This is an optimization exercise on Yosys and OpenROAD, whose aim is small area, a short achievable clock period and few clock cycles per item, not a production implementation. Function was checked by simulation only, so behaviour that the tests miss may differ from the original. Power is estimated from default activity; no workload was simulated.

===== design/flow/run.sh =====
#!/bin/bash
# synth_recipe.tcl (not shown) runs the flow's synth.tcl, then flattens the netlist and writes it again
# the make line also repeats each setting of config.mk as NAME=value (left out here)
make -C /OpenROAD-flow-scripts/flow DESIGN_CONFIG=/design/flow/config.mk WORK_HOME=/design/flow/orfs CLKGATE_MAP_FILE= SYNTH_SCRIPT=/design/flow/synth_recipe.tcl finish

===== design/flow/config.mk =====
export PLATFORM = sky130hd
export DESIGN_NAME = ex_unit
export DESIGN_NICKNAME = ex_unit
export VERILOG_FILES = /design/flow/design.v
export SDC_FILE = /design/flow/constraint.sdc
export NUM_CORES = 4
export LEC_CHECK = 0
export CAP_MARGIN = 40
export CORE_MARGIN = 2
export CORE_UTILIZATION = 40
export PLACE_DENSITY = 0.6
export SLEW_MARGIN = 20

===== design/flow/constraint.sdc =====
create_clock -name core_clock -period 10.0 [get_ports {clk}]
set_input_delay 2.0000 -clock core_clock [delete_from_list [all_inputs] [get_ports {clk}]]
set_output_delay 2.0000 -clock core_clock [all_outputs]
set_load 0.01 [all_outputs]

===== design/flow/design.v =====
package ex_pkg;
    typedef enum logic [2:0] {
        KIND_ALU,
        KIND_BRANCH,
        KIND_JAL,
        KIND_JALR,
        KIND_DIV
    } op_kind_e;
    typedef enum logic [3:0] {
        ALU_ADD, ALU_SUB, ALU_SLL, ALU_SRL,
        ALU_SRA, ALU_AND, ALU_OR,  ALU_XOR,
        ALU_SLT, ALU_SLTU, ALU_EQ, ALU_NE,
        ALU_LT,  ALU_GE,  ALU_LTU, ALU_GEU
    } alu_op_e;
    typedef enum logic [1:0] {
        DIV_DIV,
        DIV_DIVU,
        DIV_REM,
        DIV_REMU
    } div_op_e;
    typedef enum logic [1:0] {
        SRC1_ZERO,
        SRC1_PC,
        SRC1_RS1
    } src1_sel_e;
    typedef enum logic {
        SRC2_IMM,
        SRC2_RS2
    } src2_sel_e;
    typedef struct packed {
        logic [32-1:0]   pc;
        logic [32-1:0]   imm;
        logic [32-1:0]   rs1_data;
        logic [32-1:0]   rs2_data;
        logic [5-1:0] rd_addr;
        logic               rd_we;
        op_kind_e           kind;
        alu_op_e            alu_op;
        div_op_e            div_op;
        src1_sel_e          src1_sel;
        src2_sel_e          src2_sel;
        logic               pred_taken;      
        logic [32-1:0]   pred_pc;         
    } id_ex_t;
    typedef struct packed {
        logic [32-1:0]   pc;
        logic [5-1:0] rd_addr;
        logic               rd_we;
        logic [32-1:0]   rd_wdata;
    } ex_mem_t;
    typedef struct packed {
        logic               is_branch;
        logic               taken;
        logic [32-1:0]   target;
        logic               miss;
        logic [32-1:0]   redirect_pc;
    } branch_res_t;
endpackage
`timescale 1ns/1ps
module ex_decode (
    input  logic [32-1:0] pc,
    input  logic [32-1:0] imm,
    input  logic [32-1:0] rs1_data,
    input  logic [32-1:0] rs2_data,
    input  logic [2:0]       kind,
    input  logic [3:0]       op,
    input  logic [1:0]       src1_sel,
    input  logic             src2_sel,
    output logic [32-1:0] operand_a,
    output logic [32-1:0] operand_b,
    output logic [3:0]       alu_op,
    output logic             is_div,
    output logic             is_jump,
    output logic             is_cond
);
    assign is_div  = (kind == 3'd4);
    assign is_jump = (kind == 3'd2) || (kind == 3'd3);
    assign is_cond = (kind == 3'd1);
    always_comb begin
        case (src1_sel)
            2'd1:    operand_a = pc;
            2'd2:    operand_a = rs1_data;
            default: operand_a = '0;
        endcase
    end
    assign operand_b = src2_sel ? rs2_data : imm;
    assign alu_op    = is_jump ? 4'd0 : op;
endmodule
`timescale 1ns/1ps
module ex_alu (
    input  logic [32-1:0] operand_a,
    input  logic [32-1:0] operand_b,
    input  logic [3:0]       alu_op,
    output logic [32-1:0] alu_out,
    output logic             cmp_out
);
    logic             sub;
    logic [32:0]   sum;
    logic             lt_s;
    logic             lt_u;
    logic             eq;
    logic             rev;
    logic             fill;
    logic [32-1:0] sh_in;
    logic [32-1:0] sh_res;
    logic [32-1:0] sh_out;
    function automatic logic [32-1:0] bitrev(input logic [32-1:0] x);
        for (int i = 0; i < 32; i++) bitrev[i] = x[32-1-i];
    endfunction
    assign sub  = (alu_op != 4'd0);
    assign sum  = {1'b0, operand_a} + {1'b0, operand_b ^ {32{sub}}} + {{32{1'b0}}, sub};
    assign lt_u = !sum[32];
    assign lt_s = (operand_a[32-1] ^ operand_b[32-1]) ? operand_a[32-1] : sum[32-1];
    assign eq   = (operand_a == operand_b);
    assign rev   = (alu_op == 4'd2);
    assign fill  = (alu_op == 4'd4) && operand_a[32-1];
    assign sh_in = rev ? bitrev(operand_a) : operand_a;
    always_comb begin
        sh_res = sh_in;
        for (int s = 0; s < 5; s++) begin
            if (operand_b[s]) sh_res = (sh_res >> (1 << s)) | ({32{fill}} << (32 - (1 << s)));
        end
    end
    assign sh_out = rev ? bitrev(sh_res) : sh_res;
    always_comb begin
        case (alu_op)
            4'd8, 4'd12: cmp_out = lt_s;
            4'd9, 4'd14: cmp_out = lt_u;
            4'd10:       cmp_out = eq;
            4'd11:       cmp_out = !eq;
            4'd13:       cmp_out = !lt_s;
            default:     cmp_out = !lt_u;
        endcase
    end
    always_comb begin
        case (alu_op)
            4'd0, 4'd1:       alu_out = sum[32-1:0];
            4'd2, 4'd3, 4'd4: alu_out = sh_out;
            4'd5:             alu_out = operand_a & operand_b;
            4'd6:             alu_out = operand_a | operand_b;
            4'd7:             alu_out = operand_a ^ operand_b;
            default:          alu_out = {{(32-1){1'b0}}, cmp_out};
        endcase
    end
endmodule
`timescale 1ns/1ps
module ex_divider (
    input  logic             clk,
    input  logic             rst_n,
    input  logic             req,         
    input  logic             take,        
    input  logic [1:0]       div_op,
    input  logic [32-1:0] dividend,
    input  logic [32-1:0] divisor,
    output logic             ready,       
    output logic [32-1:0] result
);
    localparam logic [1:0] S_IDLE = 2'd0, S_NORM = 2'd1, S_ITER = 2'd2;
    logic [1:0]            state;
    logic [32-1:0]      rem_q;        
    logic [32-1:0]      quot_q;
    logic [32-1:0]      dsr_q;        
    logic [4:0]            count;
    logic                  want_rem_q;
    logic                  neg_q;        
    logic                  signed_op;
    logic                  a_neg;
    logic                  b_neg;
    logic [32-1:0]      a_mag;
    logic [32-1:0]      b_mag;
    logic [5:0]            lz_r;
    logic [5:0]            lz_d;
    logic [4:0]            shift;
    logic                  dsr_zero;
    logic                  early;
    logic [32:0]        diff;
    logic                  ge;
    logic [32-1:0]      rem_nx;
    logic [32-1:0]      quot_nx;
    logic [32-1:0]      fin;
    logic [32-1:0]      fin_signed;
    function automatic logic [5:0] lzc(input logic [32-1:0] x);
        lzc = 6'd32;
        for (int i = 0; i < 32; i++) if (x[i]) lzc = 6'(32 - 1 - i);
    endfunction
    assign signed_op = !div_op[0];
    assign a_neg     = signed_op && dividend[32-1];
    assign b_neg     = signed_op && divisor[32-1];
    assign a_mag     = a_neg ? -dividend : dividend;
    assign b_mag     = b_neg ? -divisor : divisor;
    assign lz_r     = lzc(rem_q);
    assign lz_d     = lzc(dsr_q);
    assign shift    = 5'(lz_d - lz_r);
    assign dsr_zero = (dsr_q == '0);
    assign early    = dsr_zero || (rem_q < dsr_q);
    assign diff    = {1'b0, rem_q} - {1'b0, dsr_q};
    assign ge      = !diff[32];
    assign rem_nx  = ge ? diff[32-1:0] : rem_q;
    assign quot_nx = {quot_q[32-2:0], ge};
    assign fin        = want_rem_q ? rem_nx : quot_nx;
    assign fin_signed = neg_q ? -fin : fin;
    assign ready  = (state == S_NORM && early) || (state == S_ITER && count == 5'd0);
    assign result = (state == S_NORM) ? (want_rem_q ? dividend : {32{dsr_zero}}) : fin_signed;
    always_ff @(posedge clk) begin
        if (!rst_n) begin
            state <= S_IDLE;
        end else begin
            case (state)
                S_IDLE:  if (req) state <= S_NORM;
                S_NORM:  if (!early) state <= S_ITER;
                         else if (take) state <= S_IDLE;
                default: if (take) state <= S_IDLE;
            endcase
        end
    end
    always_ff @(posedge clk) begin
        case (state)
            S_IDLE: begin
                rem_q      <= a_mag;
                dsr_q      <= b_mag;
                want_rem_q <= div_op[1];
                neg_q      <= div_op[1] ? a_neg : (a_neg ^ b_neg);
            end
            S_NORM: begin
                if (!early) begin
                    dsr_q  <= dsr_q << shift;
                    count  <= shift;
                    quot_q <= '0;
                end
            end
            default: begin
                if (count != 5'd0) begin
                    rem_q  <= rem_nx;
                    quot_q <= quot_nx;
                    dsr_q  <= dsr_q >> 1;
                    count  <= count - 5'd1;
                end
            end
        endcase
    end
endmodule
`timescale 1ns/1ps
module ex_resolve (
    input  logic               clk,
    input  logic               rst_n,
    input  logic               load,
    input  logic               out_ready,
    input  logic [32-1:0]   pc,
    input  logic [32-1:0]   imm,
    input  logic [5-1:0] rd_addr,
    input  logic               rd_we,
    input  logic               pred_taken,
    input  logic [32-1:0]   pred_pc,
    input  logic               is_div,
    input  logic               is_jump,
    input  logic               is_cond,
    input  logic [32-1:0]   alu_out,
    input  logic               cmp_out,
    input  logic [32-1:0]   div_result,
    output logic               out_valid,
    output logic [32-1:0]   out_pc,
    output logic [5-1:0] out_rd_addr,
    output logic               out_rd_we,
    output logic [32-1:0]   out_rd_wdata,
    output logic               out_is_branch,
    output logic               out_taken,
    output logic [32-1:0]   out_target,
    output logic               out_miss,
    output logic [32-1:0]   out_redirect_pc
);
    logic [32-1:0]   pc_imm;
    logic [32-1:0]   target;
    logic               taken;
    logic               miss;
    logic [32-1:0]   res_nx;
    logic [32-1:0]   res_q;
    logic               jump_q;
    logic               cond_q;
    logic               taken_q;
    logic               miss_q;
    logic [32-1:0]   pc_step;
    assign pc_imm = pc + imm;
    assign target = is_jump ? alu_out : pc_imm;
    assign taken  = is_jump || (is_cond && cmp_out);
    assign miss   = taken ? (!pred_taken || (pred_pc != target)) : (is_cond && pred_taken);
    always_comb begin
        if (is_div)       res_nx = div_result;
        else if (is_cond) res_nx = pc_imm;
        else              res_nx = alu_out;
    end
    always_ff @(posedge clk) begin
        if (!rst_n) begin
            out_valid <= 1'b0;
        end else if (load) begin
            out_valid <= 1'b1;
        end else if (out_ready) begin
            out_valid <= 1'b0;
        end
    end
    always_ff @(posedge clk) begin
        if (load) begin
            out_pc      <= pc;
            out_rd_addr <= rd_addr;
            out_rd_we   <= rd_we;
            res_q       <= res_nx;
            jump_q      <= is_jump;
            cond_q      <= is_cond;
            taken_q     <= taken;
            miss_q      <= miss;
        end
    end
    assign pc_step         = {out_pc[32-1:2] + 30'd1, out_pc[1:0]};
    assign out_is_branch   = jump_q || cond_q;
    assign out_taken       = taken_q;
    assign out_miss        = miss_q;
    assign out_target      = out_is_branch ? res_q : '0;
    assign out_redirect_pc = taken_q ? res_q : (cond_q ? pc_step : '0);
    assign out_rd_wdata    = jump_q ? pc_step : (cond_q ? {{(32-1){1'b0}}, taken_q} : res_q);
endmodule
`timescale 1ns/1ps
module ex_stage (
    input  logic               clk,
    input  logic               rst_n,
    input  logic               in_valid,
    output logic               in_ready,
    input  logic [32-1:0]   in_pc,
    input  logic [32-1:0]   in_imm,
    input  logic [32-1:0]   in_rs1_data,
    input  logic [32-1:0]   in_rs2_data,
    input  logic [5-1:0] in_rd_addr,
    input  logic               in_rd_we,
    input  logic [2:0]         in_kind,
    input  logic [3:0]         in_alu_op,
    input  logic [1:0]         in_div_op,
    input  logic [1:0]         in_src1_sel,
    input  logic               in_src2_sel,
    input  logic               in_pred_taken,
    input  logic [32-1:0]   in_pred_pc,
    output logic               out_valid,
    input  logic               out_ready,
    output logic [32-1:0]   out_pc,
    output logic [5-1:0] out_rd_addr,
    output logic               out_rd_we,
    output logic [32-1:0]   out_rd_wdata,
    output logic               out_is_branch,
    output logic               out_taken,
    output logic [32-1:0]   out_target,
    output logic               out_miss,
    output logic [32-1:0]   out_redirect_pc
);
    logic [32-1:0] operand_a;
    logic [32-1:0] operand_b;
    logic [3:0]       alu_op;
    logic             is_div;
    logic             is_jump;
    logic             is_cond;
    logic [32-1:0] alu_out;
    logic             cmp_out;
    logic             div_ready;
    logic [32-1:0] div_result;
    logic             slot_free;
    logic             accept;
    assign slot_free = !out_valid || out_ready;
    assign in_ready  = slot_free && (!is_div || div_ready);
    assign accept    = in_valid && in_ready;
    ex_decode i_decode (
        .pc        (in_pc),
        .imm       (in_imm),
        .rs1_data  (in_rs1_data),
        .rs2_data  (in_rs2_data),
        .kind      (in_kind),
        .op        (in_alu_op),
        .src1_sel  (in_src1_sel),
        .src2_sel  (in_src2_sel),
        .operand_a (operand_a),
        .operand_b (operand_b),
        .alu_op    (alu_op),
        .is_div    (is_div),
        .is_jump   (is_jump),
        .is_cond   (is_cond)
    );
    ex_alu i_alu (
        .operand_a (operand_a),
        .operand_b (operand_b),
        .alu_op    (alu_op),
        .alu_out   (alu_out),
        .cmp_out   (cmp_out)
    );
    ex_divider i_divider (
        .clk      (clk),
        .rst_n    (rst_n),
        .req      (in_valid && is_div),
        .take     (accept),
        .div_op   (in_div_op),
        .dividend (in_rs1_data),
        .divisor  (in_rs2_data),
        .ready    (div_ready),
        .result   (div_result)
    );
    ex_resolve i_resolve (
        .clk             (clk),
        .rst_n           (rst_n),
        .load            (accept),
        .out_ready       (out_ready),
        .pc              (in_pc),
        .imm             (in_imm),
        .rd_addr         (in_rd_addr),
        .rd_we           (in_rd_we),
        .pred_taken      (in_pred_taken),
        .pred_pc         (in_pred_pc),
        .is_div          (is_div),
        .is_jump         (is_jump),
        .is_cond         (is_cond),
        .alu_out         (alu_out),
        .cmp_out         (cmp_out),
        .div_result      (div_result),
        .out_valid       (out_valid),
        .out_pc          (out_pc),
        .out_rd_addr     (out_rd_addr),
        .out_rd_we       (out_rd_we),
        .out_rd_wdata    (out_rd_wdata),
        .out_is_branch   (out_is_branch),
        .out_taken       (out_taken),
        .out_target      (out_target),
        .out_miss        (out_miss),
        .out_redirect_pc (out_redirect_pc)
    );
endmodule
`timescale 1ns/1ps
module ex_unit (
    input  logic               clk,
    input  logic               rst_n,
    input  logic               in_valid,
    output logic               in_ready,
    input  logic [32-1:0]   in_pc,
    input  logic [32-1:0]   in_imm,
    input  logic [32-1:0]   in_rs1_data,
    input  logic [32-1:0]   in_rs2_data,
    input  logic [5-1:0] in_rd_addr,
    input  logic               in_rd_we,
    input  logic [2:0]         in_kind,
    input  logic [3:0]         in_alu_op,
    input  logic [1:0]         in_div_op,
    input  logic [1:0]         in_src1_sel,
    input  logic               in_src2_sel,
    input  logic               in_pred_taken,
    input  logic [32-1:0]   in_pred_pc,
    output logic               out_valid,
    input  logic               out_ready,
    output logic [32-1:0]   out_pc,
    output logic [5-1:0] out_rd_addr,
    output logic               out_rd_we,
    output logic [32-1:0]   out_rd_wdata,
    output logic               out_is_branch,
    output logic               out_taken,
    output logic [32-1:0]   out_target,
    output logic               out_miss,
    output logic [32-1:0]   out_redirect_pc
);
    ex_stage i_stage (
        .clk             (clk),
        .rst_n           (rst_n),
        .in_valid        (in_valid),
        .in_ready        (in_ready),
        .in_pc           (in_pc),
        .in_imm          (in_imm),
        .in_rs1_data     (in_rs1_data),
        .in_rs2_data     (in_rs2_data),
        .in_rd_addr      (in_rd_addr),
        .in_rd_we        (in_rd_we),
        .in_kind         (in_kind),
        .in_alu_op       (in_alu_op),
        .in_div_op       (in_div_op),
        .in_src1_sel     (in_src1_sel),
        .in_src2_sel     (in_src2_sel),
        .in_pred_taken   (in_pred_taken),
        .in_pred_pc      (in_pred_pc),
        .out_valid       (out_valid),
        .out_ready       (out_ready),
        .out_pc          (out_pc),
        .out_rd_addr     (out_rd_addr),
        .out_rd_we       (out_rd_we),
        .out_rd_wdata    (out_rd_wdata),
        .out_is_branch   (out_is_branch),
        .out_taken       (out_taken),
        .out_target      (out_target),
        .out_miss        (out_miss),
        .out_redirect_pc (out_redirect_pc)
    );
endmodule

==> summary.txt <==
logic make-up (layout without fill, tap and decap cells):
family                   Yosys count  count (layout)  share of synthesized area
flip-flops                       179             179                      0.192
multiplexers                     133             133                     0.0591
adder cells (fa/ha/maj)          173             173                     0.0789
buffers and inverters            413             631                     0.0587
XOR/XNOR                         262             262                     0.0856
AND/OR/NAND/NOR                 1193            1193                      0.202
other                              0               8                          0
AO/OA/AOI/OAI                   1316            1316                      0.323
where the power goes:
group,internal (mW),leakage (nW),total [mW],switching [mW]
sequential,0.925,1.77,1.04,0.114
combinational,1.19,10.4,3.32,2.12
clock,0.404,0.298,0.777,0.373
critical path, cell delays in order:
cell	delay, ps
clkdlybuf4s50_1	520
inv_1	60
ha_1	200
buf_4	250
a22oi_1	450
or2_2	310
clkinv_1	450
mux2i_1	770
mux2i_1	170
o221ai_1	600
o211ai_1	230
a211oi_1	520
o2111ai_1	230
xor2_1	190
o41ai_1	770
nor4b_1	320
nor2_1	80
worst min-delay path by stage:
stage,startpoint,end,slack [ps],cells after the start
after floorplan,i_stage.i_divider.quot_q[12]$_SDFFCE_PP0P_,i_stage.i_divider.quot_q[13]$_SDFFCE_PP0P_,510,1
after global routing,i_stage.i_divider.quot_q[15]$_SDFFCE_PP0P_,i_stage.i_divider.quot_q[16]$_SDFFCE_PP0P_,560,1
after CTS,i_stage.i_divider.quot_q[5]$_SDFFCE_PP0P_,i_stage.i_divider.quot_q[6]$_SDFFCE_PP0P_,550,1
after detailed placement,i_stage.i_divider.quot_q[5]$_SDFFCE_PP0P_,i_stage.i_divider.quot_q[6]$_SDFFCE_PP0P_,530,1
after global placement,i_stage.i_divider.quot_q[5]$_SDFFCE_PP0P_,i_stage.i_divider.quot_q[6]$_SDFFCE_PP0P_,520,1
final,i_stage.i_divider.quot_q[0]$_SDFFCE_PP0P_,i_stage.i_divider.quot_q[1]$_SDFFCE_PP0P_,550,1
cell type report:
type	count	share of cell area
Multi-Input combinational cell	3077	0.639
Sequential cell	179	0.163
Timing Repair Buffer	435	0.124
Tap cell	931	0.0355
Inverter	164	0.0188
Clock buffer	19	0.0132
Clock inverter	13	0.00579
Antenna cell	8	0.000610
cells in the final DEF (no fill, tap or decap), types with 30 or more instances in the layout:
master           Yosys  routed
a211oi_1           123     122
a21o_1              42      42
a21oi_1            298     298
a221oi_1            36      36
a22o_1              32      32
a22oi_1             60      60
a311oi_1            37      37
a31oi_1             30      30
and2_1              50      50
and3_1              39      38
buf_4                5      94
clkdlybuf4s50_1      0     320
edfxtp_1           176     176
ha_1               169     169
inv_1              162     161
mux2i_1            100      95
nand2_1            361     360
nand3_1             72      72
nand4_1             34      34
nor2_1             350     345
nor2b_1             56      55
nor3_1              67      65
nor4_1              48      47
o211ai_1            52      52
o21a_1              32      32
o21ai_0            268     268
o31ai_1             42      42
xnor2_1            159     157
xor2_1              97      95
cell usage after synthesis, types with 34 or more instances:
cell,n,share of area
a22oi_1,60,0.016
nand3_1,72,0.013
ha_1,169,0.076
and3_1,39,0.0088
clkbuf_1,180,0.024
a311oi_1,37,0.012
mux2i_1,100,0.036
a221oi_1,36,0.011
nor4_1,48,0.011
o21ai_0,268,0.048
a211oi_1,123,0.033
xor2_1,97,0.031
nand4_1,34,0.0076
a21oi_1,298,0.054
nand2_1,361,0.049
nor2b_1,56,0.013
and2_1,50,0.011
o31ai_1,42,0.011
nor3_1,67,0.012
o211ai_1,52,0.014
edfxtp_1,176,0.19
nor2_1,350,0.047
xnor2_1,159,0.050
a21o_1,42,0.011
inv_1,162,0.022
per-stage QoR:
stage / utilization / hold slack (ps) / total power [mW] / instances / setup slack [ps]
floorplan: - / 515 / 3.05 / 3669 / 3120
global placement: 0.465 / 523 / 4.22 / 4758 / 1590
detailed placement: 0.468 / 531 / 4.22 / 4780 / 1980
CTS: 0.477 / 554 / 5.01 / 4812 / 2480
global route: 0.477 / 565 / 5.35 / 4818 / 2170
finish: 0.478 / 553 / 5.13 / 4826 / 2100
registers in the layout, indices dropped and copies added (netlist names):
signal,flops
i_stage.i_divider.rem_q,32
i_stage.i_resolve.jump_q,1
i_stage.i_divider.state,2
i_stage.i_resolve.out_rd_addr,5
i_stage.i_resolve.cond_q,1
i_stage.i_divider.dsr_q,32
i_stage.i_divider.count,5
i_stage.i_resolve.out_valid,1
i_stage.i_resolve.out_pc,32
i_stage.i_resolve.out_rd_we,1
i_stage.i_resolve.miss_q,1
i_stage.i_divider.quot_q,31
i_stage.i_divider.neg_q,1
i_stage.i_resolve.taken_q,1
i_stage.i_divider.want_rem_q,1
i_stage.i_resolve.res_q,32
layer usage:
metal / global-route usage / routed length (um)
met1: 0.576 / 64200
met2: 0.594 / 62700
met3: 0.130 / 19000
met4: 0.220 / 9150
met5: 0 / 78
==> results.yml <==
global_routing:
  grt_usage: 0.422
  grt_pass1_vias: 28700
  grt_pass1_wl_um: 216000
  grt_antenna_before_repair: 18
  globalRoute.totalOverflow: 0
  grt_max_degree: 66
drt:
  via_per_inst: 6.71
  vias: 32400
  drt-total-wl_um: 155000
  ant_nets: 0
  drt-pass1-iter-count: 6
  first_iter_violations: 5049
  drc_errors: 0
  wire_per_inst_um: 32.1
worst_setup_path:
  worstSetupStartpointType: "input port"
  critPathRequiredTime_ps: 10260
  r2r-start: "i_stage.i_divider.rem_q[1]$_DFFE_PP_"
  endpoint_kind: "register"
  crit_start: "in_src1_sel[0]"
  cp.arrival_ps: 8160
  critPathKind: "input port to register"
  crit_fanout: 31
  timing.rr.end: "i_stage.i_divider.dsr_q[30]$_DFFE_PP_"
  regToRegSetupSlack_ps: 3760
  crit_end: "i_stage.i_resolve.miss_q$_DFFE_PP_"
  reg2reg_depth: 24
cells_and_area:
  final_cell_area_um2: 32800
  regArea_um2: 5350
  drive_gt1_frac: 0.0695
  nFillCells: 7039
  synthToLayoutAreaGrowth_pct: 18.0
  multi_input_area_um2: 21000
  nNetsFinal: 4230
cts:
  postCtsHoldBufs: 0
  cts_made_buffers: 17
  post_cts_buffers: 0
  clkSinkCount: 179
  clk_latency_ps: 510
  cts_tree: "built"
  cts_resized: 0
  cts.reportedPaths.clkPinSlew_ps: 90
  cts-root-buf: "clkbuf_16"
  clockBufferDepth: 2
  htreeDepth: 4
logic_synthesis:
  yosysSeqAreaShare: 0.192
  avgSynthCellArea_um2: 7.58
  synth_seq_cells: 179
  synth_edf_count: 176
  synth_cells: 3669
  syn_nets: 4025
  ys_types: 111
  yosysWarnings: 4
  yosys_most_used_dff: "edfxtp_1"
  async_flop_share: 0
  netlist_area_um2: 27800
worst_hold_path:
  hold_path.class: "register to register"
pwr:
  vdd_drop_max_v: 0.000126
  power_leakage_nw: 12.4
  powerDensity_nw_per_um2: 156
sta:
  setup_tns_ps: 0
  skew_ps: 27.3
  min_period_ps: 7900
  min_period_over_period: 0.790
  finalHoldViolations: 0
  maxSlewViolCount: 0
  tightestPinTransition_ps: 1070
  max_freq_mhz: 127
  setup_viol: 0
  slew_headroom: 0.289
  rsz0062_at_grt: "no"
floorplan:
  fp.dieW_um: 268
  std_cell_rows: 96
  floorplan.initialDensity: 0.405
  die_y_um: 268
  die-area_um2: 71700
  core_um2: 68700
  ios: 322
run_status:
  status: "timing/DRC/antenna clean"
placement:
  place_congestion: 1.10
  placed_area_um2: 32100
  hpwlAfterDp_um: 126000
  numPortBuffers: 321
run:
  cap_violations: 0
Testbench counts, summed over its fixed seeds: cycles 5,496, items 3,200.

[separate check: timing with driven ports]
The results above use ideal ports. As a check the final layout listed here was re-extracted and re-timed, cells and wires unchanged.
Step 1 sets driving cells, clkbuf_16 on the clock port and buf_2 on the other inputs (assumed; they add their load-dependent delay and slew).
Step 2 times the ports against the registers' clock, not the clock port: input delays grow and output delays shrink by t, the midpoint of the rising clock arrivals with the driver on.
Slacks: no drivers / after step 1 / after step 2; pairs: no drivers / after step 1.
t, ns: 0.556
setup slack, ns: 2.097 / 2.138 / 1.581
worst slew at a driven data input, ns: 0.08
After both steps this run still meets setup and hold. For this run, drivers alone change the setup slack by +0.041 ns; drivers and shift together by -0.516 ns.
